Background: an optimization exercise with open tools, aiming at small area and a short achievable clock period. Do not read the settings as production practice. In this exercise RTL edits were held to simulation tests only and were not proved equivalent to the original.

### flow/run.sh
#!/bin/bash
# The standard layout (the standard.sh: ORFS synthesis, floorplan, power grid,
# placement, CTS and routing) with two changes:
#  - synthesis skips the generic ABC pass that Yosys's synth runs before the adder
#    extraction (SYNTH_ARGS=-noabc), so the full adders are extracted from the RTL's own
#    adder tree without inverters between them; the liberty-mapped ABC pass still runs,
#    and the registers are the same as the standard synthesis's;
#  - the port buffers are inserted as buf_1 cells rather than the larger cell the
#    resizer picks by default; timing repair still resizes them as needed.
set -euo pipefail
export SYNTH_ARGS="-noabc"
export BUFFER_PORTS_ARGS="-buffer_cell sky130_fd_sc_hd__buf_1"
bash standard.sh > standard.log 2>&1
### standard.sh
#!/bin/bash
# synth_recipe.tcl (not shown) runs the flow's synth.tcl, then flattens the netlist and writes it again
# the make line also repeats each setting of config.mk as NAME=value (left out here)
make -C /OpenROAD-flow-scripts/flow DESIGN_CONFIG=/design/flow/config.mk WORK_HOME=/design/flow/orfs CLKGATE_MAP_FILE= SYNTH_SCRIPT=/design/flow/synth_recipe.tcl "${@:-finish}"
### config.mk
export PLATFORM = sky130hd
export DESIGN_NAME = groove_sample_scheduler
export DESIGN_NICKNAME = groove_sample_scheduler
export VERILOG_FILES = /design/flow/design.v
export SDC_FILE = /design/flow/constraint.sdc
export NUM_CORES = 4
export LEC_CHECK = 0
export ABC_AREA = 0
export CAP_MARGIN = 20
export CORE_MARGIN = 2
export CORE_UTILIZATION = 40
export PLACE_DENSITY = 0.8
export SETUP_SLACK_MARGIN = 4.8
export SLEW_MARGIN = 20
export TNS_END_PERCENT = 10
### constraint.sdc
create_clock -name core_clock -period 9.0 [get_ports {clk}]
set_input_delay 1.8000 -clock core_clock [delete_from_list [all_inputs] [get_ports {clk}]]
set_output_delay 1.8000 -clock core_clock [all_outputs]
set_load 0.01 [all_outputs]
### design.v
module groove_sample_scheduler #(
    parameter int DEPTH = 4
) (
    input  logic        clk,
    input  logic        reset,
    input  logic        sync_start,
    input  logic [31:0] sig_time,
    input  logic        dir,
    input  logic [31:0] afll_ltr,
    input  logic [31:0] afll_rtl,
    input  logic        pos_valid,
    output logic        pos_ready,
    input  logic [15:0] pos_in,
    output logic        fire,
    output logic [31:0] fire_time,
    output logic        missed,
    output logic        busy
);
    localparam int AW = $clog2(DEPTH);
    localparam logic [AW:0] FULL = (AW+1)'(DEPTH);
    logic               started, st_m1, st_m2, st_wait, st_fire;
    logic               first, can_push;
    logic [15:0]        mem [DEPTH];
    logic [AW-1:0]      wr_ptr, rd_ptr;
    logic [AW:0]        count, count_nx;
    logic [31:0]        base, dur, durn, target;
    logic [5:0]         dg_nx;
    logic [2:0]         b_one, b_two, b_neg;
    logic               c5;
    logic               xg, yg;      
    logic [31:0]        cr;
    logic               push, pop, st_ready, hit, m1_nx, m2_nx, wait_nx, fire_nx;
    logic [15:0]        head;
    logic [3:0]         head_nx;
    logic [31:0]        x, y;
    logic [37:0]        r;
    logic signed [31:0] d;
    assign st_ready  = started && !(st_m1 || st_m2 || st_wait || st_fire);
    assign pos_ready = can_push && !sync_start;
    assign push      = pos_valid && pos_ready;
    assign pop       = st_ready && (count != 0) && !sync_start;
    assign fire      = st_fire;
    assign fire_time = target;
    assign head    = mem[rd_ptr];
    assign head_nx = (push && wr_ptr == rd_ptr) ? pos_in[3:0] : head[3:0];
    assign dg_nx   = st_m1 ? {~head[15], head[14:10]} : pop ? head[9:4] : {head_nx, 2'b00};
    assign x = xg ? target : 32'd0;
    assign y = yg ? base : 32'd0;
    assign dur = ~durn;    
    assign cr = c5 ? dur : 32'd0;
    wire pp1 = (((b_one[0] & dur[0])) ^ b_neg[0]);
    wire pp2 = (((b_one[0] & dur[1]) | (b_two[0] & dur[0])) ^ b_neg[0]);
    wire pp3 = (((b_one[0] & dur[2]) | (b_two[0] & dur[1])) ^ b_neg[0]);
    wire pp4 = (((b_one[0] & dur[3]) | (b_two[0] & dur[2])) ^ b_neg[0]);
    wire pp5 = (((b_one[0] & dur[4]) | (b_two[0] & dur[3])) ^ b_neg[0]);
    wire pp6 = (((b_one[0] & dur[5]) | (b_two[0] & dur[4])) ^ b_neg[0]);
    wire pp7 = (((b_one[0] & dur[6]) | (b_two[0] & dur[5])) ^ b_neg[0]);
    wire pp8 = (((b_one[0] & dur[7]) | (b_two[0] & dur[6])) ^ b_neg[0]);
    wire pp9 = (((b_one[0] & dur[8]) | (b_two[0] & dur[7])) ^ b_neg[0]);
    wire pp10 = (((b_one[0] & dur[9]) | (b_two[0] & dur[8])) ^ b_neg[0]);
    wire pp11 = (((b_one[0] & dur[10]) | (b_two[0] & dur[9])) ^ b_neg[0]);
    wire pp12 = (((b_one[0] & dur[11]) | (b_two[0] & dur[10])) ^ b_neg[0]);
    wire pp13 = (((b_one[0] & dur[12]) | (b_two[0] & dur[11])) ^ b_neg[0]);
    wire pp14 = (((b_one[0] & dur[13]) | (b_two[0] & dur[12])) ^ b_neg[0]);
    wire pp15 = (((b_one[0] & dur[14]) | (b_two[0] & dur[13])) ^ b_neg[0]);
    wire pp16 = (((b_one[0] & dur[15]) | (b_two[0] & dur[14])) ^ b_neg[0]);
    wire pp17 = (((b_one[0] & dur[16]) | (b_two[0] & dur[15])) ^ b_neg[0]);
    wire pp18 = (((b_one[0] & dur[17]) | (b_two[0] & dur[16])) ^ b_neg[0]);
    wire pp19 = (((b_one[0] & dur[18]) | (b_two[0] & dur[17])) ^ b_neg[0]);
    wire pp20 = (((b_one[0] & dur[19]) | (b_two[0] & dur[18])) ^ b_neg[0]);
    wire pp21 = (((b_one[0] & dur[20]) | (b_two[0] & dur[19])) ^ b_neg[0]);
    wire pp22 = (((b_one[0] & dur[21]) | (b_two[0] & dur[20])) ^ b_neg[0]);
    wire pp23 = (((b_one[0] & dur[22]) | (b_two[0] & dur[21])) ^ b_neg[0]);
    wire pp24 = (((b_one[0] & dur[23]) | (b_two[0] & dur[22])) ^ b_neg[0]);
    wire pp25 = (((b_one[0] & dur[24]) | (b_two[0] & dur[23])) ^ b_neg[0]);
    wire pp26 = (((b_one[0] & dur[25]) | (b_two[0] & dur[24])) ^ b_neg[0]);
    wire pp27 = (((b_one[0] & dur[26]) | (b_two[0] & dur[25])) ^ b_neg[0]);
    wire pp28 = (((b_one[0] & dur[27]) | (b_two[0] & dur[26])) ^ b_neg[0]);
    wire pp29 = (((b_one[0] & dur[28]) | (b_two[0] & dur[27])) ^ b_neg[0]);
    wire pp30 = (((b_one[0] & dur[29]) | (b_two[0] & dur[28])) ^ b_neg[0]);
    wire pp31 = (((b_one[0] & dur[30]) | (b_two[0] & dur[29])) ^ b_neg[0]);
    wire pp32 = (((b_one[0] & dur[31]) | (b_two[0] & dur[30])) ^ b_neg[0]);
    wire pp33 = (((b_two[0] & dur[31])) ^ b_neg[0]);
    wire pp34 = (((b_one[1] & dur[0])) ^ b_neg[1]);
    wire pp35 = (((b_one[1] & dur[1]) | (b_two[1] & dur[0])) ^ b_neg[1]);
    wire pp36 = (((b_one[1] & dur[2]) | (b_two[1] & dur[1])) ^ b_neg[1]);
    wire pp37 = (((b_one[1] & dur[3]) | (b_two[1] & dur[2])) ^ b_neg[1]);
    wire pp38 = (((b_one[1] & dur[4]) | (b_two[1] & dur[3])) ^ b_neg[1]);
    wire pp39 = (((b_one[1] & dur[5]) | (b_two[1] & dur[4])) ^ b_neg[1]);
    wire pp40 = (((b_one[1] & dur[6]) | (b_two[1] & dur[5])) ^ b_neg[1]);
    wire pp41 = (((b_one[1] & dur[7]) | (b_two[1] & dur[6])) ^ b_neg[1]);
    wire pp42 = (((b_one[1] & dur[8]) | (b_two[1] & dur[7])) ^ b_neg[1]);
    wire pp43 = (((b_one[1] & dur[9]) | (b_two[1] & dur[8])) ^ b_neg[1]);
    wire pp44 = (((b_one[1] & dur[10]) | (b_two[1] & dur[9])) ^ b_neg[1]);
    wire pp45 = (((b_one[1] & dur[11]) | (b_two[1] & dur[10])) ^ b_neg[1]);
    wire pp46 = (((b_one[1] & dur[12]) | (b_two[1] & dur[11])) ^ b_neg[1]);
    wire pp47 = (((b_one[1] & dur[13]) | (b_two[1] & dur[12])) ^ b_neg[1]);
    wire pp48 = (((b_one[1] & dur[14]) | (b_two[1] & dur[13])) ^ b_neg[1]);
    wire pp49 = (((b_one[1] & dur[15]) | (b_two[1] & dur[14])) ^ b_neg[1]);
    wire pp50 = (((b_one[1] & dur[16]) | (b_two[1] & dur[15])) ^ b_neg[1]);
    wire pp51 = (((b_one[1] & dur[17]) | (b_two[1] & dur[16])) ^ b_neg[1]);
    wire pp52 = (((b_one[1] & dur[18]) | (b_two[1] & dur[17])) ^ b_neg[1]);
    wire pp53 = (((b_one[1] & dur[19]) | (b_two[1] & dur[18])) ^ b_neg[1]);
    wire pp54 = (((b_one[1] & dur[20]) | (b_two[1] & dur[19])) ^ b_neg[1]);
    wire pp55 = (((b_one[1] & dur[21]) | (b_two[1] & dur[20])) ^ b_neg[1]);
    wire pp56 = (((b_one[1] & dur[22]) | (b_two[1] & dur[21])) ^ b_neg[1]);
    wire pp57 = (((b_one[1] & dur[23]) | (b_two[1] & dur[22])) ^ b_neg[1]);
    wire pp58 = (((b_one[1] & dur[24]) | (b_two[1] & dur[23])) ^ b_neg[1]);
    wire pp59 = (((b_one[1] & dur[25]) | (b_two[1] & dur[24])) ^ b_neg[1]);
    wire pp60 = (((b_one[1] & dur[26]) | (b_two[1] & dur[25])) ^ b_neg[1]);
    wire pp61 = (((b_one[1] & dur[27]) | (b_two[1] & dur[26])) ^ b_neg[1]);
    wire pp62 = (((b_one[1] & dur[28]) | (b_two[1] & dur[27])) ^ b_neg[1]);
    wire pp63 = (((b_one[1] & dur[29]) | (b_two[1] & dur[28])) ^ b_neg[1]);
    wire pp64 = (((b_one[1] & dur[30]) | (b_two[1] & dur[29])) ^ b_neg[1]);
    wire pp65 = (((b_one[1] & dur[31]) | (b_two[1] & dur[30])) ^ b_neg[1]);
    wire pp66 = (((b_two[1] & dur[31])) ^ b_neg[1]);
    wire pp67 = (((b_one[2] & dur[0])) ^ b_neg[2]);
    wire pp68 = (((b_one[2] & dur[1]) | (b_two[2] & dur[0])) ^ b_neg[2]);
    wire pp69 = (((b_one[2] & dur[2]) | (b_two[2] & dur[1])) ^ b_neg[2]);
    wire pp70 = (((b_one[2] & dur[3]) | (b_two[2] & dur[2])) ^ b_neg[2]);
    wire pp71 = (((b_one[2] & dur[4]) | (b_two[2] & dur[3])) ^ b_neg[2]);
    wire pp72 = (((b_one[2] & dur[5]) | (b_two[2] & dur[4])) ^ b_neg[2]);
    wire pp73 = (((b_one[2] & dur[6]) | (b_two[2] & dur[5])) ^ b_neg[2]);
    wire pp74 = (((b_one[2] & dur[7]) | (b_two[2] & dur[6])) ^ b_neg[2]);
    wire pp75 = (((b_one[2] & dur[8]) | (b_two[2] & dur[7])) ^ b_neg[2]);
    wire pp76 = (((b_one[2] & dur[9]) | (b_two[2] & dur[8])) ^ b_neg[2]);
    wire pp77 = (((b_one[2] & dur[10]) | (b_two[2] & dur[9])) ^ b_neg[2]);
    wire pp78 = (((b_one[2] & dur[11]) | (b_two[2] & dur[10])) ^ b_neg[2]);
    wire pp79 = (((b_one[2] & dur[12]) | (b_two[2] & dur[11])) ^ b_neg[2]);
    wire pp80 = (((b_one[2] & dur[13]) | (b_two[2] & dur[12])) ^ b_neg[2]);
    wire pp81 = (((b_one[2] & dur[14]) | (b_two[2] & dur[13])) ^ b_neg[2]);
    wire pp82 = (((b_one[2] & dur[15]) | (b_two[2] & dur[14])) ^ b_neg[2]);
    wire pp83 = (((b_one[2] & dur[16]) | (b_two[2] & dur[15])) ^ b_neg[2]);
    wire pp84 = (((b_one[2] & dur[17]) | (b_two[2] & dur[16])) ^ b_neg[2]);
    wire pp85 = (((b_one[2] & dur[18]) | (b_two[2] & dur[17])) ^ b_neg[2]);
    wire pp86 = (((b_one[2] & dur[19]) | (b_two[2] & dur[18])) ^ b_neg[2]);
    wire pp87 = (((b_one[2] & dur[20]) | (b_two[2] & dur[19])) ^ b_neg[2]);
    wire pp88 = (((b_one[2] & dur[21]) | (b_two[2] & dur[20])) ^ b_neg[2]);
    wire pp89 = (((b_one[2] & dur[22]) | (b_two[2] & dur[21])) ^ b_neg[2]);
    wire pp90 = (((b_one[2] & dur[23]) | (b_two[2] & dur[22])) ^ b_neg[2]);
    wire pp91 = (((b_one[2] & dur[24]) | (b_two[2] & dur[23])) ^ b_neg[2]);
    wire pp92 = (((b_one[2] & dur[25]) | (b_two[2] & dur[24])) ^ b_neg[2]);
    wire pp93 = (((b_one[2] & dur[26]) | (b_two[2] & dur[25])) ^ b_neg[2]);
    wire pp94 = (((b_one[2] & dur[27]) | (b_two[2] & dur[26])) ^ b_neg[2]);
    wire pp95 = (((b_one[2] & dur[28]) | (b_two[2] & dur[27])) ^ b_neg[2]);
    wire pp96 = (((b_one[2] & dur[29]) | (b_two[2] & dur[28])) ^ b_neg[2]);
    wire pp97 = (((b_one[2] & dur[30]) | (b_two[2] & dur[29])) ^ b_neg[2]);
    wire pp98 = (((b_one[2] & dur[31]) | (b_two[2] & dur[30])) ^ b_neg[2]);
    wire pp99 = (((b_two[2] & dur[31])) ^ b_neg[2]);
    wire s100 = b_neg[0] ^ x[0];
    wire c101 = b_neg[0] & x[0];
    wire s102 = x[1] ^ c101 ^ pp2;
    wire c103 = (x[1] & c101) | (x[1] & pp2) | (c101 & pp2);
    wire s104 = b_neg[1] ^ x[2] ^ pp3;
    wire c105 = (b_neg[1] & x[2]) | (b_neg[1] & pp3) | (x[2] & pp3);
    wire s106 = pp34 ^ c103 ^ s104;
    wire c107 = (pp34 & c103) | (pp34 & s104) | (c103 & s104);
    wire s108 = x[3] ^ pp4 ^ pp35;
    wire c109 = (x[3] & pp4) | (x[3] & pp35) | (pp4 & pp35);
    wire s110 = c105 ^ s108;
    wire c111 = c105 & s108;
    wire s112 = b_neg[2] ^ x[4] ^ pp5;
    wire c113 = (b_neg[2] & x[4]) | (b_neg[2] & pp5) | (x[4] & pp5);
    wire s114 = pp36 ^ pp67 ^ c109;
    wire c115 = (pp36 & pp67) | (pp36 & c109) | (pp67 & c109);
    wire s116 = s112 ^ c111 ^ s114;
    wire c117 = (s112 & c111) | (s112 & s114) | (c111 & s114);
    wire s118 = x[5] ^ pp6 ^ pp37;
    wire c119 = (x[5] & pp6) | (x[5] & pp37) | (pp6 & pp37);
    wire s120 = pp68 ^ c113 ^ s118;
    wire c121 = (pp68 & c113) | (pp68 & s118) | (c113 & s118);
    wire s122 = c115 ^ s120;
    wire c123 = c115 & s120;
    wire s124 = x[6] ^ y[0] ^ cr[0];
    wire c125 = (x[6] & y[0]) | (x[6] & cr[0]) | (y[0] & cr[0]);
    wire s126 = pp7 ^ pp38 ^ pp69;
    wire c127 = (pp7 & pp38) | (pp7 & pp69) | (pp38 & pp69);
    wire s128 = s124 ^ c119 ^ s126;
    wire c129 = (s124 & c119) | (s124 & s126) | (c119 & s126);
    wire s130 = c121 ^ s128;
    wire c131 = c121 & s128;
    wire s132 = x[7] ^ y[1] ^ cr[1];
    wire c133 = (x[7] & y[1]) | (x[7] & cr[1]) | (y[1] & cr[1]);
    wire s134 = pp8 ^ pp39 ^ pp70;
    wire c135 = (pp8 & pp39) | (pp8 & pp70) | (pp39 & pp70);
    wire s136 = c125 ^ s132 ^ c127;
    wire c137 = (c125 & s132) | (c125 & c127) | (s132 & c127);
    wire s138 = s134 ^ s136 ^ c129;
    wire c139 = (s134 & s136) | (s134 & c129) | (s136 & c129);
    wire s140 = x[8] ^ y[2] ^ cr[2];
    wire c141 = (x[8] & y[2]) | (x[8] & cr[2]) | (y[2] & cr[2]);
    wire s142 = pp9 ^ pp40 ^ pp71;
    wire c143 = (pp9 & pp40) | (pp9 & pp71) | (pp40 & pp71);
    wire s144 = c133 ^ s140 ^ c135;
    wire c145 = (c133 & s140) | (c133 & c135) | (s140 & c135);
    wire s146 = s142 ^ c137 ^ s144;
    wire c147 = (s142 & c137) | (s142 & s144) | (c137 & s144);
    wire s148 = x[9] ^ y[3] ^ cr[3];
    wire c149 = (x[9] & y[3]) | (x[9] & cr[3]) | (y[3] & cr[3]);
    wire s150 = pp10 ^ pp41 ^ pp72;
    wire c151 = (pp10 & pp41) | (pp10 & pp72) | (pp41 & pp72);
    wire s152 = c141 ^ s148 ^ c143;
    wire c153 = (c141 & s148) | (c141 & c143) | (s148 & c143);
    wire s154 = s150 ^ c145 ^ s152;
    wire c155 = (s150 & c145) | (s150 & s152) | (c145 & s152);
    wire s156 = x[10] ^ y[4] ^ cr[4];
    wire c157 = (x[10] & y[4]) | (x[10] & cr[4]) | (y[4] & cr[4]);
    wire s158 = pp11 ^ pp42 ^ pp73;
    wire c159 = (pp11 & pp42) | (pp11 & pp73) | (pp42 & pp73);
    wire s160 = c149 ^ s156 ^ c151;
    wire c161 = (c149 & s156) | (c149 & c151) | (s156 & c151);
    wire s162 = s158 ^ c153 ^ s160;
    wire c163 = (s158 & c153) | (s158 & s160) | (c153 & s160);
    wire s164 = x[11] ^ y[5] ^ cr[5];
    wire c165 = (x[11] & y[5]) | (x[11] & cr[5]) | (y[5] & cr[5]);
    wire s166 = pp12 ^ pp43 ^ pp74;
    wire c167 = (pp12 & pp43) | (pp12 & pp74) | (pp43 & pp74);
    wire s168 = c157 ^ s164 ^ c159;
    wire c169 = (c157 & s164) | (c157 & c159) | (s164 & c159);
    wire s170 = s166 ^ c161 ^ s168;
    wire c171 = (s166 & c161) | (s166 & s168) | (c161 & s168);
    wire s172 = x[12] ^ y[6] ^ cr[6];
    wire c173 = (x[12] & y[6]) | (x[12] & cr[6]) | (y[6] & cr[6]);
    wire s174 = pp13 ^ pp44 ^ pp75;
    wire c175 = (pp13 & pp44) | (pp13 & pp75) | (pp44 & pp75);
    wire s176 = c165 ^ s172 ^ c167;
    wire c177 = (c165 & s172) | (c165 & c167) | (s172 & c167);
    wire s178 = s174 ^ c169 ^ s176;
    wire c179 = (s174 & c169) | (s174 & s176) | (c169 & s176);
    wire s180 = x[13] ^ y[7] ^ cr[7];
    wire c181 = (x[13] & y[7]) | (x[13] & cr[7]) | (y[7] & cr[7]);
    wire s182 = pp14 ^ pp45 ^ pp76;
    wire c183 = (pp14 & pp45) | (pp14 & pp76) | (pp45 & pp76);
    wire s184 = c173 ^ s180 ^ c175;
    wire c185 = (c173 & s180) | (c173 & c175) | (s180 & c175);
    wire s186 = s182 ^ c177 ^ s184;
    wire c187 = (s182 & c177) | (s182 & s184) | (c177 & s184);
    wire s188 = x[14] ^ y[8] ^ cr[8];
    wire c189 = (x[14] & y[8]) | (x[14] & cr[8]) | (y[8] & cr[8]);
    wire s190 = pp15 ^ pp46 ^ pp77;
    wire c191 = (pp15 & pp46) | (pp15 & pp77) | (pp46 & pp77);
    wire s192 = c181 ^ s188 ^ c183;
    wire c193 = (c181 & s188) | (c181 & c183) | (s188 & c183);
    wire s194 = s190 ^ c185 ^ s192;
    wire c195 = (s190 & c185) | (s190 & s192) | (c185 & s192);
    wire s196 = x[15] ^ y[9] ^ cr[9];
    wire c197 = (x[15] & y[9]) | (x[15] & cr[9]) | (y[9] & cr[9]);
    wire s198 = pp16 ^ pp47 ^ pp78;
    wire c199 = (pp16 & pp47) | (pp16 & pp78) | (pp47 & pp78);
    wire s200 = c189 ^ s196 ^ c191;
    wire c201 = (c189 & s196) | (c189 & c191) | (s196 & c191);
    wire s202 = s198 ^ c193 ^ s200;
    wire c203 = (s198 & c193) | (s198 & s200) | (c193 & s200);
    wire s204 = x[16] ^ y[10] ^ cr[10];
    wire c205 = (x[16] & y[10]) | (x[16] & cr[10]) | (y[10] & cr[10]);
    wire s206 = pp17 ^ pp48 ^ pp79;
    wire c207 = (pp17 & pp48) | (pp17 & pp79) | (pp48 & pp79);
    wire s208 = c197 ^ s204 ^ c199;
    wire c209 = (c197 & s204) | (c197 & c199) | (s204 & c199);
    wire s210 = s206 ^ c201 ^ s208;
    wire c211 = (s206 & c201) | (s206 & s208) | (c201 & s208);
    wire s212 = x[17] ^ y[11] ^ cr[11];
    wire c213 = (x[17] & y[11]) | (x[17] & cr[11]) | (y[11] & cr[11]);
    wire s214 = pp18 ^ pp49 ^ pp80;
    wire c215 = (pp18 & pp49) | (pp18 & pp80) | (pp49 & pp80);
    wire s216 = c205 ^ s212 ^ c207;
    wire c217 = (c205 & s212) | (c205 & c207) | (s212 & c207);
    wire s218 = s214 ^ c209 ^ s216;
    wire c219 = (s214 & c209) | (s214 & s216) | (c209 & s216);
    wire s220 = x[18] ^ y[12] ^ cr[12];
    wire c221 = (x[18] & y[12]) | (x[18] & cr[12]) | (y[12] & cr[12]);
    wire s222 = pp19 ^ pp50 ^ pp81;
    wire c223 = (pp19 & pp50) | (pp19 & pp81) | (pp50 & pp81);
    wire s224 = c213 ^ s220 ^ c215;
    wire c225 = (c213 & s220) | (c213 & c215) | (s220 & c215);
    wire s226 = s222 ^ c217 ^ s224;
    wire c227 = (s222 & c217) | (s222 & s224) | (c217 & s224);
    wire s228 = x[19] ^ y[13] ^ cr[13];
    wire c229 = (x[19] & y[13]) | (x[19] & cr[13]) | (y[13] & cr[13]);
    wire s230 = pp20 ^ pp51 ^ pp82;
    wire c231 = (pp20 & pp51) | (pp20 & pp82) | (pp51 & pp82);
    wire s232 = c221 ^ s228 ^ c223;
    wire c233 = (c221 & s228) | (c221 & c223) | (s228 & c223);
    wire s234 = s230 ^ c225 ^ s232;
    wire c235 = (s230 & c225) | (s230 & s232) | (c225 & s232);
    wire s236 = x[20] ^ y[14] ^ cr[14];
    wire c237 = (x[20] & y[14]) | (x[20] & cr[14]) | (y[14] & cr[14]);
    wire s238 = pp21 ^ pp52 ^ pp83;
    wire c239 = (pp21 & pp52) | (pp21 & pp83) | (pp52 & pp83);
    wire s240 = c229 ^ s236 ^ c231;
    wire c241 = (c229 & s236) | (c229 & c231) | (s236 & c231);
    wire s242 = s238 ^ c233 ^ s240;
    wire c243 = (s238 & c233) | (s238 & s240) | (c233 & s240);
    wire s244 = x[21] ^ y[15] ^ cr[15];
    wire c245 = (x[21] & y[15]) | (x[21] & cr[15]) | (y[15] & cr[15]);
    wire s246 = pp22 ^ pp53 ^ pp84;
    wire c247 = (pp22 & pp53) | (pp22 & pp84) | (pp53 & pp84);
    wire s248 = c237 ^ s244 ^ c239;
    wire c249 = (c237 & s244) | (c237 & c239) | (s244 & c239);
    wire s250 = s246 ^ c241 ^ s248;
    wire c251 = (s246 & c241) | (s246 & s248) | (c241 & s248);
    wire s252 = x[22] ^ y[16] ^ cr[16];
    wire c253 = (x[22] & y[16]) | (x[22] & cr[16]) | (y[16] & cr[16]);
    wire s254 = pp23 ^ pp54 ^ pp85;
    wire c255 = (pp23 & pp54) | (pp23 & pp85) | (pp54 & pp85);
    wire s256 = c245 ^ s252 ^ c247;
    wire c257 = (c245 & s252) | (c245 & c247) | (s252 & c247);
    wire s258 = s254 ^ c249 ^ s256;
    wire c259 = (s254 & c249) | (s254 & s256) | (c249 & s256);
    wire s260 = x[23] ^ y[17] ^ cr[17];
    wire c261 = (x[23] & y[17]) | (x[23] & cr[17]) | (y[17] & cr[17]);
    wire s262 = pp24 ^ pp55 ^ pp86;
    wire c263 = (pp24 & pp55) | (pp24 & pp86) | (pp55 & pp86);
    wire s264 = c253 ^ s260 ^ c255;
    wire c265 = (c253 & s260) | (c253 & c255) | (s260 & c255);
    wire s266 = s262 ^ c257 ^ s264;
    wire c267 = (s262 & c257) | (s262 & s264) | (c257 & s264);
    wire s268 = x[24] ^ y[18] ^ cr[18];
    wire c269 = (x[24] & y[18]) | (x[24] & cr[18]) | (y[18] & cr[18]);
    wire s270 = pp25 ^ pp56 ^ pp87;
    wire c271 = (pp25 & pp56) | (pp25 & pp87) | (pp56 & pp87);
    wire s272 = c261 ^ s268 ^ c263;
    wire c273 = (c261 & s268) | (c261 & c263) | (s268 & c263);
    wire s274 = s270 ^ c265 ^ s272;
    wire c275 = (s270 & c265) | (s270 & s272) | (c265 & s272);
    wire s276 = x[25] ^ y[19] ^ cr[19];
    wire c277 = (x[25] & y[19]) | (x[25] & cr[19]) | (y[19] & cr[19]);
    wire s278 = pp26 ^ pp57 ^ pp88;
    wire c279 = (pp26 & pp57) | (pp26 & pp88) | (pp57 & pp88);
    wire s280 = c269 ^ s276 ^ c271;
    wire c281 = (c269 & s276) | (c269 & c271) | (s276 & c271);
    wire s282 = s278 ^ c273 ^ s280;
    wire c283 = (s278 & c273) | (s278 & s280) | (c273 & s280);
    wire s284 = x[26] ^ y[20] ^ cr[20];
    wire c285 = (x[26] & y[20]) | (x[26] & cr[20]) | (y[20] & cr[20]);
    wire s286 = pp27 ^ pp58 ^ pp89;
    wire c287 = (pp27 & pp58) | (pp27 & pp89) | (pp58 & pp89);
    wire s288 = c277 ^ s284 ^ c279;
    wire c289 = (c277 & s284) | (c277 & c279) | (s284 & c279);
    wire s290 = s286 ^ c281 ^ s288;
    wire c291 = (s286 & c281) | (s286 & s288) | (c281 & s288);
    wire s292 = x[27] ^ y[21] ^ cr[21];
    wire c293 = (x[27] & y[21]) | (x[27] & cr[21]) | (y[21] & cr[21]);
    wire s294 = pp28 ^ pp59 ^ pp90;
    wire c295 = (pp28 & pp59) | (pp28 & pp90) | (pp59 & pp90);
    wire s296 = c285 ^ s292 ^ c287;
    wire c297 = (c285 & s292) | (c285 & c287) | (s292 & c287);
    wire s298 = s294 ^ c289 ^ s296;
    wire c299 = (s294 & c289) | (s294 & s296) | (c289 & s296);
    wire s300 = x[28] ^ y[22] ^ cr[22];
    wire c301 = (x[28] & y[22]) | (x[28] & cr[22]) | (y[22] & cr[22]);
    wire s302 = pp29 ^ pp60 ^ pp91;
    wire c303 = (pp29 & pp60) | (pp29 & pp91) | (pp60 & pp91);
    wire s304 = c293 ^ s300 ^ c295;
    wire c305 = (c293 & s300) | (c293 & c295) | (s300 & c295);
    wire s306 = s302 ^ c297 ^ s304;
    wire c307 = (s302 & c297) | (s302 & s304) | (c297 & s304);
    wire s308 = x[29] ^ y[23] ^ cr[23];
    wire c309 = (x[29] & y[23]) | (x[29] & cr[23]) | (y[23] & cr[23]);
    wire s310 = pp30 ^ pp61 ^ pp92;
    wire c311 = (pp30 & pp61) | (pp30 & pp92) | (pp61 & pp92);
    wire s312 = c301 ^ s308 ^ c303;
    wire c313 = (c301 & s308) | (c301 & c303) | (s308 & c303);
    wire s314 = s310 ^ c305 ^ s312;
    wire c315 = (s310 & c305) | (s310 & s312) | (c305 & s312);
    wire s316 = x[30] ^ y[24] ^ cr[24];
    wire c317 = (x[30] & y[24]) | (x[30] & cr[24]) | (y[24] & cr[24]);
    wire s318 = pp31 ^ pp62 ^ pp93;
    wire c319 = (pp31 & pp62) | (pp31 & pp93) | (pp62 & pp93);
    wire s320 = c309 ^ s316 ^ c311;
    wire c321 = (c309 & s316) | (c309 & c311) | (s316 & c311);
    wire s322 = s318 ^ c313 ^ s320;
    wire c323 = (s318 & c313) | (s318 & s320) | (c313 & s320);
    wire s324 = x[31] ^ y[25] ^ cr[25];
    wire c325 = (x[31] & y[25]) | (x[31] & cr[25]) | (y[25] & cr[25]);
    wire s326 = pp32 ^ pp63 ^ pp94;
    wire c327 = (pp32 & pp63) | (pp32 & pp94) | (pp63 & pp94);
    wire s328 = c317 ^ s324 ^ c319;
    wire c329 = (c317 & s324) | (c317 & c319) | (s324 & c319);
    wire s330 = s326 ^ c321 ^ s328;
    wire c331 = (s326 & c321) | (s326 & s328) | (c321 & s328);
    wire s332 = y[26] ^ cr[26] ^ pp33;
    wire c333 = (y[26] & cr[26]) | (y[26] & pp33) | (cr[26] & pp33);
    wire s334 = pp64 ^ pp95 ^ c325;
    wire c335 = (pp64 & pp95) | (pp64 & c325) | (pp95 & c325);
    wire s336 = c327 ^ s332 ^ s334;
    wire c337 = (c327 & s332) | (c327 & s334) | (s332 & s334);
    wire s338 = c329 ^ s336;
    wire c339 = c329 & s336;
    wire s340 = 1'b1 ^ ~b_neg[0] ^ y[27];
    wire c341 = (1'b1 & ~b_neg[0]) | (1'b1 & y[27]) | (~b_neg[0] & y[27]);
    wire s342 = cr[27] ^ pp65 ^ pp96;
    wire c343 = (cr[27] & pp65) | (cr[27] & pp96) | (pp65 & pp96);
    wire s344 = s340 ^ c333 ^ c335;
    wire c345 = (s340 & c333) | (s340 & c335) | (c333 & c335);
    wire s346 = s342 ^ s344 ^ c337;
    wire c347 = (s342 & s344) | (s342 & c337) | (s344 & c337);
    wire s348 = 1'b1 ^ y[28] ^ cr[28];
    wire c349 = (1'b1 & y[28]) | (1'b1 & cr[28]) | (y[28] & cr[28]);
    wire s350 = pp66 ^ pp97 ^ c341;
    wire c351 = (pp66 & pp97) | (pp66 & c341) | (pp97 & c341);
    wire s352 = s348 ^ c343 ^ s350;
    wire c353 = (s348 & c343) | (s348 & s350) | (c343 & s350);
    wire s354 = c345 ^ s352;
    wire c355 = c345 & s352;
    wire s356 = ~b_neg[1] ^ y[29] ^ cr[29];
    wire c357 = (~b_neg[1] & y[29]) | (~b_neg[1] & cr[29]) | (y[29] & cr[29]);
    wire s358 = pp98 ^ c349 ^ s356;
    wire c359 = (pp98 & c349) | (pp98 & s356) | (c349 & s356);
    wire s360 = c351 ^ s358 ^ c353;
    wire c361 = (c351 & s358) | (c351 & c353) | (s358 & c353);
    wire s362 = 1'b1 ^ y[30] ^ cr[30];
    wire c363 = (1'b1 & y[30]) | (1'b1 & cr[30]) | (y[30] & cr[30]);
    wire s364 = pp99 ^ c357 ^ s362;
    wire c365 = (pp99 & c357) | (pp99 & s362) | (c357 & s362);
    wire s366 = c359 ^ s364;
    wire c367 = c359 & s364;
    wire s368 = ~b_neg[2] ^ y[31] ^ cr[31];
    wire s369 = c363 ^ s368 ^ c365;
    wire g370 = pp1 & s100;
    wire g371 = s102 & 1'b0;
    wire g372 = s106 & 1'b0;
    wire g373 = c107 & s110;
    wire g374 = s116 & 1'b0;
    wire g375 = c117 & s122;
    wire g376 = c123 & s130;
    wire g377 = c131 & s138;
    wire g378 = c139 & s146;
    wire g379 = c147 & s154;
    wire g380 = c155 & s162;
    wire g381 = c163 & s170;
    wire g382 = c171 & s178;
    wire g383 = c179 & s186;
    wire g384 = c187 & s194;
    wire g385 = c195 & s202;
    wire g386 = c203 & s210;
    wire g387 = c211 & s218;
    wire g388 = c219 & s226;
    wire g389 = c227 & s234;
    wire g390 = c235 & s242;
    wire g391 = c243 & s250;
    wire g392 = c251 & s258;
    wire g393 = c259 & s266;
    wire g394 = c267 & s274;
    wire g395 = c275 & s282;
    wire g396 = c283 & s290;
    wire g397 = c291 & s298;
    wire g398 = c299 & s306;
    wire g399 = c307 & s314;
    wire g400 = c315 & s322;
    wire g401 = c323 & s330;
    wire g402 = c331 & s338;
    wire g403 = c339 & s346;
    wire g404 = c347 & s354;
    wire g405 = c355 & s360;
    wire g406 = c361 & s366;
    wire g407 = c367 & s369;
    wire p408 = pp1 ^ s100;
    wire p409 = s102 ^ 1'b0;
    wire p410 = s106 ^ 1'b0;
    wire p411 = c107 ^ s110;
    wire p412 = s116 ^ 1'b0;
    wire p413 = c117 ^ s122;
    wire p414 = c123 ^ s130;
    wire p415 = c131 ^ s138;
    wire p416 = c139 ^ s146;
    wire p417 = c147 ^ s154;
    wire p418 = c155 ^ s162;
    wire p419 = c163 ^ s170;
    wire p420 = c171 ^ s178;
    wire p421 = c179 ^ s186;
    wire p422 = c187 ^ s194;
    wire p423 = c195 ^ s202;
    wire p424 = c203 ^ s210;
    wire p425 = c211 ^ s218;
    wire p426 = c219 ^ s226;
    wire p427 = c227 ^ s234;
    wire p428 = c235 ^ s242;
    wire p429 = c243 ^ s250;
    wire p430 = c251 ^ s258;
    wire p431 = c259 ^ s266;
    wire p432 = c267 ^ s274;
    wire p433 = c275 ^ s282;
    wire p434 = c283 ^ s290;
    wire p435 = c291 ^ s298;
    wire p436 = c299 ^ s306;
    wire p437 = c307 ^ s314;
    wire p438 = c315 ^ s322;
    wire p439 = c323 ^ s330;
    wire p440 = c331 ^ s338;
    wire p441 = c339 ^ s346;
    wire p442 = c347 ^ s354;
    wire p443 = c355 ^ s360;
    wire p444 = c361 ^ s366;
    wire p445 = c367 ^ s369;
    wire g446 = g371 | (p409 & g370);
    wire p447 = p409 & p408;
    wire g448 = g373 | (p411 & g372);
    wire p449 = p411 & p410;
    wire g450 = g375 | (p413 & g374);
    wire p451 = p413 & p412;
    wire g452 = g377 | (p415 & g376);
    wire p453 = p415 & p414;
    wire g454 = g379 | (p417 & g378);
    wire p455 = p417 & p416;
    wire g456 = g381 | (p419 & g380);
    wire p457 = p419 & p418;
    wire g458 = g383 | (p421 & g382);
    wire p459 = p421 & p420;
    wire g460 = g385 | (p423 & g384);
    wire p461 = p423 & p422;
    wire g462 = g387 | (p425 & g386);
    wire p463 = p425 & p424;
    wire g464 = g389 | (p427 & g388);
    wire p465 = p427 & p426;
    wire g466 = g391 | (p429 & g390);
    wire p467 = p429 & p428;
    wire g468 = g393 | (p431 & g392);
    wire p469 = p431 & p430;
    wire g470 = g395 | (p433 & g394);
    wire p471 = p433 & p432;
    wire g472 = g397 | (p435 & g396);
    wire p473 = p435 & p434;
    wire g474 = g399 | (p437 & g398);
    wire p475 = p437 & p436;
    wire g476 = g401 | (p439 & g400);
    wire p477 = p439 & p438;
    wire g478 = g403 | (p441 & g402);
    wire p479 = p441 & p440;
    wire g480 = g405 | (p443 & g404);
    wire p481 = p443 & p442;
    wire g482 = g407 | (p445 & g406);
    wire p483 = p445 & p444;
    wire g484 = g372 | (p410 & g446);
    wire p485 = p410 & p447;
    wire g486 = g448 | (p449 & g446);
    wire p487 = p449 & p447;
    wire g488 = g376 | (p414 & g450);
    wire p489 = p414 & p451;
    wire g490 = g452 | (p453 & g450);
    wire p491 = p453 & p451;
    wire g492 = g380 | (p418 & g454);
    wire p493 = p418 & p455;
    wire g494 = g456 | (p457 & g454);
    wire p495 = p457 & p455;
    wire g496 = g384 | (p422 & g458);
    wire p497 = p422 & p459;
    wire g498 = g460 | (p461 & g458);
    wire p499 = p461 & p459;
    wire g500 = g388 | (p426 & g462);
    wire p501 = p426 & p463;
    wire g502 = g464 | (p465 & g462);
    wire p503 = p465 & p463;
    wire g504 = g392 | (p430 & g466);
    wire p505 = p430 & p467;
    wire g506 = g468 | (p469 & g466);
    wire p507 = p469 & p467;
    wire g508 = g396 | (p434 & g470);
    wire p509 = p434 & p471;
    wire g510 = g472 | (p473 & g470);
    wire p511 = p473 & p471;
    wire g512 = g400 | (p438 & g474);
    wire p513 = p438 & p475;
    wire g514 = g476 | (p477 & g474);
    wire p515 = p477 & p475;
    wire g516 = g404 | (p442 & g478);
    wire p517 = p442 & p479;
    wire g518 = g480 | (p481 & g478);
    wire p519 = p481 & p479;
    wire g520 = g374 | (p412 & g486);
    wire p521 = p412 & p487;
    wire g522 = g450 | (p451 & g486);
    wire p523 = p451 & p487;
    wire g524 = g488 | (p489 & g486);
    wire p525 = p489 & p487;
    wire g526 = g490 | (p491 & g486);
    wire p527 = p491 & p487;
    wire g528 = g382 | (p420 & g494);
    wire p529 = p420 & p495;
    wire g530 = g458 | (p459 & g494);
    wire p531 = p459 & p495;
    wire g532 = g496 | (p497 & g494);
    wire p533 = p497 & p495;
    wire g534 = g498 | (p499 & g494);
    wire p535 = p499 & p495;
    wire g536 = g390 | (p428 & g502);
    wire p537 = p428 & p503;
    wire g538 = g466 | (p467 & g502);
    wire p539 = p467 & p503;
    wire g540 = g504 | (p505 & g502);
    wire p541 = p505 & p503;
    wire g542 = g506 | (p507 & g502);
    wire p543 = p507 & p503;
    wire g544 = g398 | (p436 & g510);
    wire p545 = p436 & p511;
    wire g546 = g474 | (p475 & g510);
    wire p547 = p475 & p511;
    wire g548 = g512 | (p513 & g510);
    wire p549 = p513 & p511;
    wire g550 = g514 | (p515 & g510);
    wire p551 = p515 & p511;
    wire g552 = g406 | (p444 & g518);
    wire p553 = p444 & p519;
    wire g554 = g482 | (p483 & g518);
    wire p555 = p483 & p519;
    wire g556 = g378 | (p416 & g526);
    wire p557 = p416 & p527;
    wire g558 = g454 | (p455 & g526);
    wire p559 = p455 & p527;
    wire g560 = g492 | (p493 & g526);
    wire p561 = p493 & p527;
    wire g562 = g494 | (p495 & g526);
    wire p563 = p495 & p527;
    wire g564 = g528 | (p529 & g526);
    wire p565 = p529 & p527;
    wire g566 = g530 | (p531 & g526);
    wire p567 = p531 & p527;
    wire g568 = g532 | (p533 & g526);
    wire p569 = p533 & p527;
    wire g570 = g534 | (p535 & g526);
    wire p571 = p535 & p527;
    wire g572 = g394 | (p432 & g542);
    wire p573 = p432 & p543;
    wire g574 = g470 | (p471 & g542);
    wire p575 = p471 & p543;
    wire g576 = g508 | (p509 & g542);
    wire p577 = p509 & p543;
    wire g578 = g510 | (p511 & g542);
    wire p579 = p511 & p543;
    wire g580 = g544 | (p545 & g542);
    wire p581 = p545 & p543;
    wire g582 = g546 | (p547 & g542);
    wire p583 = p547 & p543;
    wire g584 = g548 | (p549 & g542);
    wire p585 = p549 & p543;
    wire g586 = g550 | (p551 & g542);
    wire p587 = p551 & p543;
    wire g588 = g386 | (p424 & g570);
    wire p589 = p424 & p571;
    wire g590 = g462 | (p463 & g570);
    wire p591 = p463 & p571;
    wire g592 = g500 | (p501 & g570);
    wire p593 = p501 & p571;
    wire g594 = g502 | (p503 & g570);
    wire p595 = p503 & p571;
    wire g596 = g536 | (p537 & g570);
    wire p597 = p537 & p571;
    wire g598 = g538 | (p539 & g570);
    wire p599 = p539 & p571;
    wire g600 = g540 | (p541 & g570);
    wire p601 = p541 & p571;
    wire g602 = g542 | (p543 & g570);
    wire p603 = p543 & p571;
    wire g604 = g572 | (p573 & g570);
    wire p605 = p573 & p571;
    wire g606 = g574 | (p575 & g570);
    wire p607 = p575 & p571;
    wire g608 = g576 | (p577 & g570);
    wire p609 = p577 & p571;
    wire g610 = g578 | (p579 & g570);
    wire p611 = p579 & p571;
    wire g612 = g580 | (p581 & g570);
    wire p613 = p581 & p571;
    wire g614 = g582 | (p583 & g570);
    wire p615 = p583 & p571;
    wire g616 = g584 | (p585 & g570);
    wire p617 = p585 & p571;
    wire g618 = g586 | (p587 & g570);
    wire p619 = p587 & p571;
    wire g620 = g402 | (p440 & g618);
    wire p621 = p440 & p619;
    wire g622 = g478 | (p479 & g618);
    wire p623 = p479 & p619;
    wire g624 = g516 | (p517 & g618);
    wire p625 = p517 & p619;
    wire g626 = g518 | (p519 & g618);
    wire p627 = p519 & p619;
    wire g628 = g552 | (p553 & g618);
    wire p629 = p553 & p619;
    wire g630 = g554 | (p555 & g618);
    wire p631 = p555 & p619;
    assign r[0] = p408;
    assign r[1] = p409 ^ g370;
    assign r[2] = p410 ^ g446;
    assign r[3] = p411 ^ g484;
    assign r[4] = p412 ^ g486;
    assign r[5] = p413 ^ g520;
    assign r[6] = p414 ^ g522;
    assign r[7] = p415 ^ g524;
    assign r[8] = p416 ^ g526;
    assign r[9] = p417 ^ g556;
    assign r[10] = p418 ^ g558;
    assign r[11] = p419 ^ g560;
    assign r[12] = p420 ^ g562;
    assign r[13] = p421 ^ g564;
    assign r[14] = p422 ^ g566;
    assign r[15] = p423 ^ g568;
    assign r[16] = p424 ^ g570;
    assign r[17] = p425 ^ g588;
    assign r[18] = p426 ^ g590;
    assign r[19] = p427 ^ g592;
    assign r[20] = p428 ^ g594;
    assign r[21] = p429 ^ g596;
    assign r[22] = p430 ^ g598;
    assign r[23] = p431 ^ g600;
    assign r[24] = p432 ^ g602;
    assign r[25] = p433 ^ g604;
    assign r[26] = p434 ^ g606;
    assign r[27] = p435 ^ g608;
    assign r[28] = p436 ^ g610;
    assign r[29] = p437 ^ g612;
    assign r[30] = p438 ^ g614;
    assign r[31] = p439 ^ g616;
    assign r[32] = p440 ^ g618;
    assign r[33] = p441 ^ g620;
    assign r[34] = p442 ^ g622;
    assign r[35] = p443 ^ g624;
    assign r[36] = p444 ^ g626;
    assign r[37] = p445 ^ g628;
    assign d   = sig_time - target;
    assign hit = !d[31];
    assign count_nx = sync_start ? '0 : count + (AW+1)'(push) - (AW+1)'(pop);
    assign m1_nx    = pop;
    assign m2_nx    = st_m1 && !sync_start;
    assign wait_nx  = (st_m2 || (st_wait && !hit)) && !sync_start;
    assign fire_nx  = st_wait && hit && !sync_start;
    always_ff @(posedge clk)
        if (push) mem[wr_ptr] <= pos_in;
    always_ff @(posedge clk) begin
        if (sync_start) begin
            base <= sig_time;
            durn <= ~(dir ? afll_rtl : afll_ltr);
        end
        if (!(st_wait || st_fire)) target <= r[37:6];
        for (int j = 0; j < 3; j++) begin
            b_neg[j] <= dg_nx[2*j+1];
            b_one[j] <= dg_nx[2*j] ^ (j == 0 ? 1'b0 : dg_nx[2*j-1]);
            b_two[j] <= dg_nx[2*j+1] ? !(dg_nx[2*j] || (j == 0 ? 1'b0 : dg_nx[2*j-1]))
                                     : (dg_nx[2*j] && (j == 0 ? 1'b0 : dg_nx[2*j-1]));
        end
        c5 <= dg_nx[5];
        first <= st_m2;
    end
    always_ff @(posedge clk or posedge reset) begin
        if (reset) begin
            started  <= 1'b0;
            can_push <= 1'b0;
            st_m1    <= 1'b0;
            st_m2    <= 1'b0;
            st_wait  <= 1'b0;
            st_fire  <= 1'b0;
            xg       <= 1'b0;
            yg       <= 1'b0;
            missed   <= 1'b0;
            busy     <= 1'b0;
            wr_ptr   <= '0;
            rd_ptr   <= '0;
            count    <= '0;
        end else begin
            started  <= started || sync_start;
            can_push <= sync_start || (started && !(!pop && (count == FULL
                                                             || (count == FULL - 1 && push))));
            count    <= count_nx;
            st_m1    <= m1_nx;
            st_m2    <= m2_nx;
            st_wait  <= wait_nx;
            st_fire  <= fire_nx;
            xg       <= m1_nx || m2_nx;
            yg       <= m2_nx;
            busy     <= !sync_start && (push || count != 0 || st_m1 || st_m2 || st_wait);
            missed   <= st_wait && hit && !sync_start && first && (sig_time != target);
            if (sync_start) begin
                wr_ptr <= '0;
                rd_ptr <= '0;
            end else begin
                if (push) wr_ptr <= wr_ptr + 1'b1;
                if (st_m1) rd_ptr <= rd_ptr + 1'b1;
            end
        end
    end
endmodule
==> impl_metrics.py, run 1 <==
metrics = {
    "synthesis": {
        "synth-seq-cells": 186,
        "ys_types": 56,
        "synthesis.area_sq_um": 13900,
        "syn_avg_cell_area_sq_um": 12.6,
        "synth-edff-count": 160,
        "netlist_instances": 1097,
        "synth-main-ff-cell": "edfxtp_1",
        "ys_seq_area_frac": 0.390,
        "ys_warn_count": 1,
        "synth.net_count": 1426,
        "async_flop_share": 0.0860,
    },
    "timing": {
        "fin_tns_setup_ns": 0,
        "slew_violations": 0,
        "fin_crit_sh": 0.512,
        "rsz0062_at_grt": "yes",
        "hold_viol_final": 0,
        "finClkSkew_ns": 0.0142,
        "setup_viol": 0,
        "period_needed_ns": 4.60,
        "maxSlewHeadroom": 0.379,
        "max_freq_mhz": 217,
        "worstMarginPinSlew_ns": 0.932,
    },
    "place": {
        "place_inst": 1660,
        "gp_congestion": 0.883,
        "io_buffers": 152,
        "place_hpwl_um": 25400,
        "postPlaceCellArea_sq_um": 15000,
    },
    "die": {
        "std_cell_rows": 68,
        "die_x_um": 190,
        "start_util": 0.404,
        "io_pins": 153,
        "die-height_um": 190,
        "die-area_sq_um": 36100,
        "core_area_sq_um": 34300,
    },
    "cts": {
        "htree_levels": 4,
        "root_buffer": "clkbuf_16",
        "cts_buffer_depth": 2,
        "holdBufCountCts": 0,
        "clk_latency_ns": 0.46,
        "clkSinkCount": 186,
        "cts_buffers": 17,
        "clk_pin_slew_ns": 0.09,
        "cts_tree": "done",
    },
    "global_routing": {
        "overflow": 0,
        "grt.total_usage": 0.210,
        "grt_max_degree": 69,
        "grt_antenna_before_repair": 1,
        "grt_pass1_wl_um": 57000,
        "grt_pass1_vias": 9976,
    },
    "layout": {
        "antenna_cells": 0,
        "nets": 1614,
        "final_area_sq_um": 16700,
        "stdcell_count": 1753,
        "syn_to_final_growth_pct": 20.2,
        "drive_gt1_frac": 0.163,
        "nFillCells": 2863,
    },
    "setup_path": {
        "critPathSlowestCell": "edfxtp_1",
        "crit_type": "reg -> reg",
        "cp_data_arrival_time_ns": 4.81,
        "required_ns": 9.21,
        "cp_cell_sequence": "buf_4 > o22ai_4 > xor2_2 > fa_2 > fa_2 > fa_1 > ha_4 > nand4_1 > nor3b_2 > o2111ai_4 > a21oi_4 > nor2_1 > o21bai_1 > fa_2",
        "rr_startpoint": "durn[6]$_DFFE_PP_",
        "cp-start-kind": "flip-flop",
        "critPathCaptureType": "flip-flop",
        "path_buf_inv": 1,
        "cp-startpoint": "durn[6]$_DFFE_PP_",
        "critPathTopFamily": "adder cells",
        "cp_common_cell": "fa_2",
        "cp_max_fo": 4,
        "cp_slowest_stage_delay_ns": 0.49,
    },
    "detailed_routing": {
        "vias": 10031,
        "drtPass1Iterations": 5,
        "post_drt_via_cell_ratio": 5.72,
        "drt-initial-drc-count": 995,
        "ant_nets": 0,
        "routed_wirelength_um": 38600,
        "drc": 0,
        "wl_per_cell_um": 22.0,
    },
    "worst_hold_path": {
        "min_from": "first$_DFF_P_",
        "hold_path_class": "reg -> reg",
    },
    "run_status": {
        "status": "finished clean",
    },
    "flow_run": {
        "maxCapViolations": 0,
    },
}
-- routing by layer --
layer,GRT usage,vias up,wire (um)
li1,-,4290,-
met1,0.269,5014,15000
met2,0.342,604,18700
met3,0.0461,121,3130
met4,0.0957,2,1700
met5,0,-,13
-- placed cells by master (no fill, tap or decap), types with 4 or more instances in the layout --
| master | count |
|---|---|
| nor2_1 | 19 |
| buf_4 | 39 |
| nand2b_1 | 12 |
| a21o_1 | 26 |
| inv_1 | 57 |
| buf_16 | 4 |
| nor2b_1 | 30 |
| dfrtp_1 | 14 |
| o22ai_1 | 85 |
| mux2i_1 | 36 |
| fa_2 | 14 |
| mux4_2 | 16 |
| fa_1 | 114 |
| a21oi_1 | 19 |
| clkbuf_16 | 17 |
| inv_12 | 6 |
| a21oi_2 | 6 |
| nor3_1 | 6 |
| a31oi_1 | 4 |
| buf_1 | 150 |
| o21ai_0 | 10 |
| clkinvlp_4 | 14 |
| clkinv_8 | 5 |
| ha_4 | 10 |
| o22ai_2 | 6 |
| ha_1 | 69 |
| nand3_1 | 7 |
| and2_1 | 63 |
| xnor2_1 | 28 |
| o21ai_1 | 5 |
| xor2_1 | 109 |
| buf_12 | 10 |
| nand2_1 | 30 |
| dfxtp_4 | 8 |
| nand4_1 | 12 |
| ha_2 | 5 |
| edfxtp_1 | 160 |
-- path summary, 6_finish.rpt --
path,to,slack (ns),depth (start not counted)
max reg2reg,target[26]$_DFFE_PN_,4.40,14
min reg2reg,missed$_DFF_PP0_,0.46,1
min,missed$_DFF_PP0_,0.46,1
max,target[26]$_DFFE_PN_,4.40,14
min in group asynchronous,st_wait$_DFF_PP0_,1.39,2
max in group asynchronous,xg$_DFF_PP0_,7.12,2
-- final cells by class --
type,instances,area [sq um],share of cell area
Timing Repair inverter,8,60.1,0.00361
Sequential cell,186,5440,0.327
Timing Repair Buffer,210,1280,0.0767
Clock buffer,17,425,0.0255
Tap cell,455,569,0.0342
Clock inverter,15,219,0.0131
Inverter,63,259,0.0156
Multi-Input combinational cell,799,8400,0.504
-- what timing repair did --
action / CTS / global route
setup endpoints to repair: 30 / 28
buffers inserted: 28 / 22
cloned: 8 / 2
resized for setup: 55 / 26
pin swaps: 22 / 16
-- state kept, by name (all words and copies together) (netlist names) --
| signal | flops |
|---|---|
| st_fire | 1 |
| missed | 1 |
| mem | 64 |
| durn | 32 |
| b_neg | 3 |
| b_two | 3 |
| xg | 1 |
| first | 1 |
| st_wait | 1 |
| target | 32 |
| can_push | 1 |
| count | 3 |
| st_m2 | 1 |
| wr_ptr | 2 |
| rd_ptr | 2 |
| b_one | 3 |
| started | 1 |
| st_m1 | 1 |
| busy | 1 |
| base | 32 |
-- stage by stage --
step                setup WS, ns  utilization  hold WS (ns)
floorplan                   4.80            -         0.436
global placement            3.97        0.437         0.448
detailed placement          3.91        0.438         0.455
CTS                         4.44        0.476         0.464
global route                4.28        0.486         0.499
finish                      4.40        0.486         0.461
-- Yosys cell counts (all sizes together), types with 12 or more instances --
| cell type | count | area, sq um |
|---|---|---|
| a21o | 26 | 195 |
| a21oi | 28 | 155 |
| and2 | 65 | 407 |
| buf | 13 | 53.8 |
| clkbuf | 36 | 135 |
| dfrtp | 16 | 400 |
| edfxtp | 160 | 4800 |
| fa | 128 | 2560 |
| ha | 84 | 1050 |
| inv | 63 | 236 |
| mux2i | 36 | 360 |
| mux4 | 16 | 360 |
| nand2 | 32 | 128 |
| nand2b | 12 | 75.1 |
| nand4 | 12 | 75.1 |
| nor2 | 22 | 85.1 |
| nor2b | 33 | 206 |
| o21ai | 19 | 98.8 |
| o22ai | 93 | 582 |
| xnor2 | 28 | 245 |
| xor2 | 111 | 972 |
-- kinds of logic after synthesis --
family / count (synthesis) / synth area share
DFF: 186 / 0.390
and+or+nand+nor: 204 / 0.0845
buffers and inverters: 112 / 0.0307
muxes: 54 / 0.0536
xor gates and xnor gates: 139 / 0.0879
AOI/OAI and AO/OA: 190 / 0.0925
adders and majority gates: 212 / 0.261
==> run 2: changes to the inputs <==
--- a/config.mk
+++ b/config.mk
@@ -5,7 +5,7 @@
 export SDC_FILE = /design/flow/constraint.sdc
 export NUM_CORES = 4
 export LEC_CHECK = 0
-export ABC_AREA = 0
+export ABC_AREA = 1
 export CAP_MARGIN = 20
 export CORE_MARGIN = 2
 export CORE_UTILIZATION = 40
==> run 2 against run 1 <==
  * Global-route usage decreased by 0.60 points
  * Setup slack improved by 0.32 ns
  * Register-to-register slack improved by 0.32 ns
  * Critical path depth increased by 1
==> impl_metrics.py, run 2 <==
metrics = {
    "timing": {
        "finClkSkew_ns": 0.0180,
        "slew_violations": 0,
        "max_freq_mhz": 233,
        "setup_viol": 0,
        "maxSlewHeadroom": 0.362,
        "fin_tns_setup_ns": 0,
        "fin_crit_sh": 0.476,
        "period_needed_ns": 4.28,
        "hold_viol_final": 0,
        "rsz0062_at_grt": "yes",
        "worstMarginPinSlew_ns": 0.957,
    },
    "synthesis": {
        "synth-seq-cells": 186,
        "synth_adder_area_share": 0.253,
        "ys_seq_area_frac": 0.378,
        "syn_avg_cell_area_sq_um": 10.2,
        "synthSimpleGateAreaFrac": 0.112,
        "post-synth-top-count-cell": "nand2_1",
        "synth_mux_area_frac": 0.0224,
        "synthXorXnorAreaFrac": 0.0760,
        "synth-main-ff-cell": "edfxtp_1",
        "synth_top_family_by_area": "adder cells",
        "ys_types": 44,
        "synth-edff-count": 160,
        "synth-compound-area-share": 0.0917,
        "ys_warn_count": 1,
        "yosys.area.top_type": "edfxtp_1",
        "synthTopCellsByCount": "nand2_1 (213), inv_1 (181), edfxtp_1 (160)",
        "yosys-top-cells-area": "edfxtp_1 (34%), fa_1 (18%), ha_1 (7.4%), xor2_1 (7.1%), nand2_1 (5.6%)",
        "yosysTopAreaCellShare": 0.336,
        "netlist_instances": 1402,
        "async_flop_share": 0.0860,
        "synthesis.area_sq_um": 14300,
        "synth.net_count": 1731,
    },
    "detailed_routing": {
        "drc": 0,
        "ant_nets": 0,
        "wl_per_cell_um": 18.6,
        "post_drt_via_cell_ratio": 5.42,
        "drt-initial-drc-count": 1030,
        "vias": 11118,
        "drtPass1Iterations": 5,
        "routed_wirelength_um": 38200,
    },
    "layout": {
        "mostFrequentLayoutCells": "nand2_1 (210), inv_1 (174), edfxtp_1 (160)",
        "layout_commonest_cell": "nand2_1",
        "antenna_cells": 0,
        "nets": 1907,
        "regMostFlops": "mem",
        "drive_gt1_frac": 0.130,
        "largest_reg_flops": 64,
        "syn_to_final_growth_pct": 18.2,
        "stdcell_count": 2052,
    },
    "place": {
        "io_buffers": 152,
        "place_hpwl_um": 26000,
        "gp_congestion": 0.886,
        "place_inst": 1963,
    },
    "setup_path": {
        "cp-start-kind": "flip-flop",
        "crit_type": "reg -> reg",
        "cp_common_cell": "nand2_1",
        "critPathSlowestCell": "fa_1",
        "critPathCaptureType": "flip-flop",
        "cp_slowest_stage_delay_ns": 0.54,
        "cp_max_fo": 8,
        "required_ns": 9.21,
        "cp_data_arrival_time_ns": 4.49,
        "cp_cell_sequence": "clkinvlp_4 > buf_4 > o22ai_1 > xor2_1 > fa_2 > fa_1 > fa_1 > ha_4 > nand2_1 > nor2_1 > nand2_1 > nor2_1 > nand2_1 > nand2_4 > fa_2",
    },
    "cts": {
        "cts_tree": "done",
        "root_buffer": "clkbuf_16",
        "htree_levels": 4,
        "clk_latency_ns": 0.46,
        "cts_buffers": 17,
        "cts_buffer_depth": 2,
        "clkSinkCount": 186,
        "clk_pin_slew_ns": 0.08,
    },
    "global_routing": {
        "grt_max_degree": 55,
        "grt_antenna_before_repair": 1,
        "grt.total_usage": 0.204,
        "overflow": 0,
        "grt_pass1_wl_um": 58000,
        "grt_pass1_vias": 11256,
    },
    "die": {
        "core_area_sq_um": 35400,
        "std_cell_rows": 69,
        "io_pins": 153,
        "die-height_um": 193,
        "die_x_um": 193,
        "start_util": 0.404,
        "die-area_sq_um": 37200,
    },
    "run_status": {
        "status": "finished clean",
    },
    "worst_hold_path": {
        "hold_path_class": "reg -> reg",
    },
    "flow_run": {
        "maxCapViolations": 0,
    },
}
-- run 2: layout make-up --
cell class                      instances  area (sq um)
Clock buffer                           20           468
Clock inverter                         12           116
Fill cell                            3077         18500
Inverter                              187           728
Multi-Input combinational cell        971          8350
Sequential cell                       186          5440
Tap cell                              461           577
Timing Repair Buffer                  208          1150
Timing Repair inverter                  7          50.0
-- run 2: kinds of logic (layout without fill, tap and decap cells) --
| family | count (synthesis) | count (layout) |
|---|---|---|
| AND/OR/NAND/NOR | 383 | 383 |
| multiplexers | 32 | 32 |
| flip-flops | 186 | 186 |
| buffers and inverters | 245 | 434 |
| XOR/XNOR | 124 | 124 |
| AO/OA/AOI/OAI | 220 | 220 |
| adder cells (fa/ha/maj) | 212 | 212 |
-- run 2: worst max-delay path, delay by kind of cell, from the launching register on --
kind,cells,cell delay (ns)
compound gates,1,0.17
flops,1,0.40
fa+ha+maj,5,2.13
buf+inv,2,0.37
xor+xnor,1,0.13
simple gates,6,0.84
-- run 2: what timing repair did --
| item | CTS | global route |
|---|---|---|
| endpoints found under the setup margin | 31 | 22 |
| hold buffers | 0 | 0 |
| setup buffers | 36 | 13 |
| gates cloned | 6 | 1 |
| gates resized for setup | 78 | 27 |
| pin swaps | 15 | 15 |
-- run 2: worst paths after layout --
check,startpoint,endpoint,slack (ns),cells after the start
worst max-delay path,b_two[1]$_DFF_P_,target[26]$_DFFE_PN_,4.72,15
worst min-delay path,first$_DFF_P_,missed$_DFF_PP0_,0.47,2
worst max register to register,b_two[1]$_DFF_P_,target[26]$_DFFE_PN_,4.72,15
worst min register to register,first$_DFF_P_,missed$_DFF_PP0_,0.47,2
max in group asynchronous,reset,st_m2$_DFF_PP0_,7.18,2
min in group asynchronous,reset,missed$_DFF_PP0_,1.38,2
-- run 2: metrics by stage --
step            util  cell area, sq um  hold slack [ns]  setup WS (ns)
6_report       0.477             16900            0.471           4.72
5_1_grt        0.477             16900            0.494           4.59
2_1_floorplan      -             14300            0.345           4.81
4_1_cts        0.468             16600            0.466           4.71
3_5_place_dp   0.431             15200            0.453           3.67
3_3_place_gp   0.431             15200            0.456           3.76
-- run 2: per-layer routing --
layer  vias up  part of all wire  GRT usage  wire (um)
met5         -           0.00031          0         12
met4         2             0.032     0.0801       1240
met2       575              0.49      0.351      18900
met3       101             0.085     0.0452       3250
met1      5410              0.39      0.251      14900
li1       5030                 -          -          -
==> run 3: changes to the inputs <==
--- a/config.mk
+++ b/config.mk
@@ -9,6 +9,7 @@
 export CAP_MARGIN = 20
 export CORE_MARGIN = 2
 export CORE_UTILIZATION = 40
+export CTS_CLUSTER_SIZE = 30
 export PLACE_DENSITY = 0.8
 export SETUP_SLACK_MARGIN = 4.8
 export SLEW_MARGIN = 20
==> run 3 against run 2 <==
  * Still clean on timing, DRC and antenna
  * Die area is the same
  * Core utilization is the same
  * Area after synthesis unchanged
  * Non-clock buffer count did not move
  * Critical path depth unchanged
  * First-iteration DRC count unchanged
  * Via count unchanged
  * Global-route usage stayed put
==> impl_metrics.py, run 3 <==
metrics = {
    "cts": {
        "clk_latency_ns": 0.46,
        "cts_tree": "done",
        "cts_buffer_depth": 2,
        "htree_levels": 4,
        "holdBufCountCts": 0,
    },
    "synthesis": {
        "async_flop_share": 0.0860,
        "ys_seq_area_frac": 0.378,
        "yosysTopAreaCellShare": 0.336,
        "yosys.area.top_type": "edfxtp_1",
        "yosys-top-cells-area": "edfxtp_1 (34%), fa_1 (18%), ha_1 (7.4%), xor2_1 (7.1%), nand2_1 (5.6%)",
        "post-synth-top-count-cell": "nand2_1",
        "ys_types": 44,
        "syn_avg_cell_area_sq_um": 10.2,
        "synth.net_count": 1731,
        "synth-edff-count": 160,
    },
    "setup_path": {
        "reg2reg_depth": 15,
        "cp_cell_sequence": "clkinvlp_4 > buf_4 > o22ai_1 > xor2_1 > fa_2 > fa_1 > fa_1 > ha_4 > nand2_1 > nor2_1 > nand2_1 > nor2_1 > nand2_1 > nand2_4 > fa_2",
        "r2r_slack_ns": 4.72,
        "cp_max_fo": 8,
        "cp_common_cell": "nand2_1",
        "cp-start-kind": "flip-flop",
        "crit_type": "reg -> reg",
        "required_ns": 9.21,
        "rr_endpoint": "target[26]$_DFFE_PN_",
        "rr_startpoint": "b_two[1]$_DFF_P_",
    },
    "worst_hold_path": {
        "hold_path_class": "reg -> reg",
        "holdPathStages": 2,
        "min_from": "first$_DFF_P_",
    },
    "detailed_routing": {
        "post_drt_via_cell_ratio": 5.42,
        "wl_per_cell_um": 18.6,
        "drt-initial-drc-count": 1030,
        "drc": 0,
        "drtPass1Iterations": 5,
        "vias": 11118,
    },
    "place": {
        "io_buffers": 152,
        "gp_congestion": 0.886,
        "place_hpwl_um": 26000,
        "place_ws_ns": 3.67,
    },
    "global_routing": {
        "grt_max_degree": 55,
        "grt_antenna_before_repair": 1,
        "grt.total_usage": 0.204,
        "grt_pass1_vias": 11256,
        "grt_pass1_wl_um": 58000,
        "overflow": 0,
    },
    "layout": {
        "final_util": 0.477,
        "antenna_cells": 0,
        "regMostFlops": "mem",
        "largest_reg_flops": 64,
        "syn_to_final_growth_pct": 18.2,
    },
    "timing": {
        "fin_crit_sh": 0.476,
        "worstMarginPinSlew_ns": 0.957,
        "rsz0062_at_grt": "yes",
        "finClkSkew_ns": 0.0180,
        "slew_violations": 0,
        "max_freq_mhz": 233,
        "finalWorstSetupSlack_ns": 4.72,
        "fin_tns_setup_ns": 0,
        "maxSlewHeadroom": 0.362,
    },
    "die": {
        "die-height_um": 193,
        "std_cell_rows": 69,
        "io_pins": 153,
        "die_x_um": 193,
    },
    "flow_run": {
        "maxCapViolations": 0,
    },
    "run_status": {
        "status": "finished clean",
    },
}
[run 3: timing repair]
action | 4_1_cts | 5_1_grt
setup endpoints to repair | 31 | 22
setup buffers | 36 | 13
hold endpoints to repair | 0 | 0
pin swaps | 15 | 15
resized for setup | 78 | 27
gates cloned | 6 | 1
[run 3: worst max-delay path by stage]
stage	start	end	slack (ns)	cells past startpoint
after floorplan	b_neg[2]$_DFF_P_	target[27]$_DFFE_PN_	4.81	18
after global placement	b_neg[2]$_DFF_P_	target[27]$_DFFE_PN_	3.76	17
after detailed placement	b_neg[2]$_DFF_P_	target[27]$_DFFE_PN_	3.67	17
after CTS	b_two[1]$_DFF_P_	target[27]$_DFFE_PN_	4.71	18
after global routing	b_two[2]$_DFF_P_	target[31]$_DFFE_PN_	4.59	17
final	b_two[1]$_DFF_P_	target[26]$_DFFE_PN_	4.72	15
[run 3: kinds of logic (layout without fill, tap and decap cells)]
group / Yosys count / in the layout / share of synthesized area
AND/OR/NAND/NOR: 383 / 383 / 0.112
buffers and inverters: 245 / 434 / 0.0670
AO/OA/AOI/OAI: 220 / 220 / 0.0917
adder cells (fa/ha/maj): 212 / 212 / 0.253
flip-flops: 186 / 186 / 0.378
XOR/XNOR: 124 / 124 / 0.0760
multiplexers: 32 / 32 / 0.0224
[run 3: metal layers]
| metal | vias up | global-route usage | share of wire |
|---|---|---|---|
| met3 | 101 | 0.0452 | 0.085 |
| met5 | - | 0 | 0.00031 |
| met2 | 575 | 0.351 | 0.49 |
| met1 | 5410 | 0.251 | 0.39 |
| li1 | 5030 | - | - |
| met4 | 2 | 0.0801 | 0.032 |
[run 3: area by class of cell]
cell class	instances	area [sq um]
clock buffer	20	468
clock inverter	12	116
fill	3077	18500
inverter	187	728
multi-input combinational	971	8350
sequential	186	5440
tap	461	577
timing repair buffer	208	1150
timing repair inverter	7	50.0
[run 3: tightest hold or removal path, delay by kind of cell (launching register included)]
kind / cells / cell delay [ns]
DFF: 1 / 0.31
and+or+nand+nor: 2 / 0.13
[run 3: per-stage QoR]
stage          area [sq um]  hold slack [ns]
2_1_floorplan         14300            0.345
3_3_place_gp          15200            0.456
3_5_place_dp          15200            0.453
4_1_cts               16600            0.466
5_1_grt               16900            0.494
6_report              16900            0.471

-- re-timing with driven ports --
No port has a modelled driver above. Below, the same layouts with a new extraction and two added sets of constraints.
Step 1 sets driving cells, clkbuf_16 on the clock port and buf_2 on the other inputs (assumed; they add their load-dependent delay and slew).
Step 2, shift: input delay + t, output delay - t, t = (earliest + latest rising clock arrival at the registers) / 2. This alone moves slack from input paths to output paths.
a / b / c = ideal / step 1 / step 2; a / b = the first two.
run | shift t [ns] | setup slack, ns | latest minus earliest clock arrival (ns) | worst register clock-pin slew, ns
run 1 | 0.496 | 4.396 / 4.396 / 4.396 | 0.014 / 0.014 | 0.09 / 0.09
run 2 | 0.492 | 4.716 / 4.716 / 4.716 | 0.018 / 0.019 | 0.08 / 0.08
run 3 | 0.492 | 4.716 / 4.716 / 4.716 | 0.018 / 0.019 | 0.08 / 0.08
After both steps setup and hold are still met in every run listed.
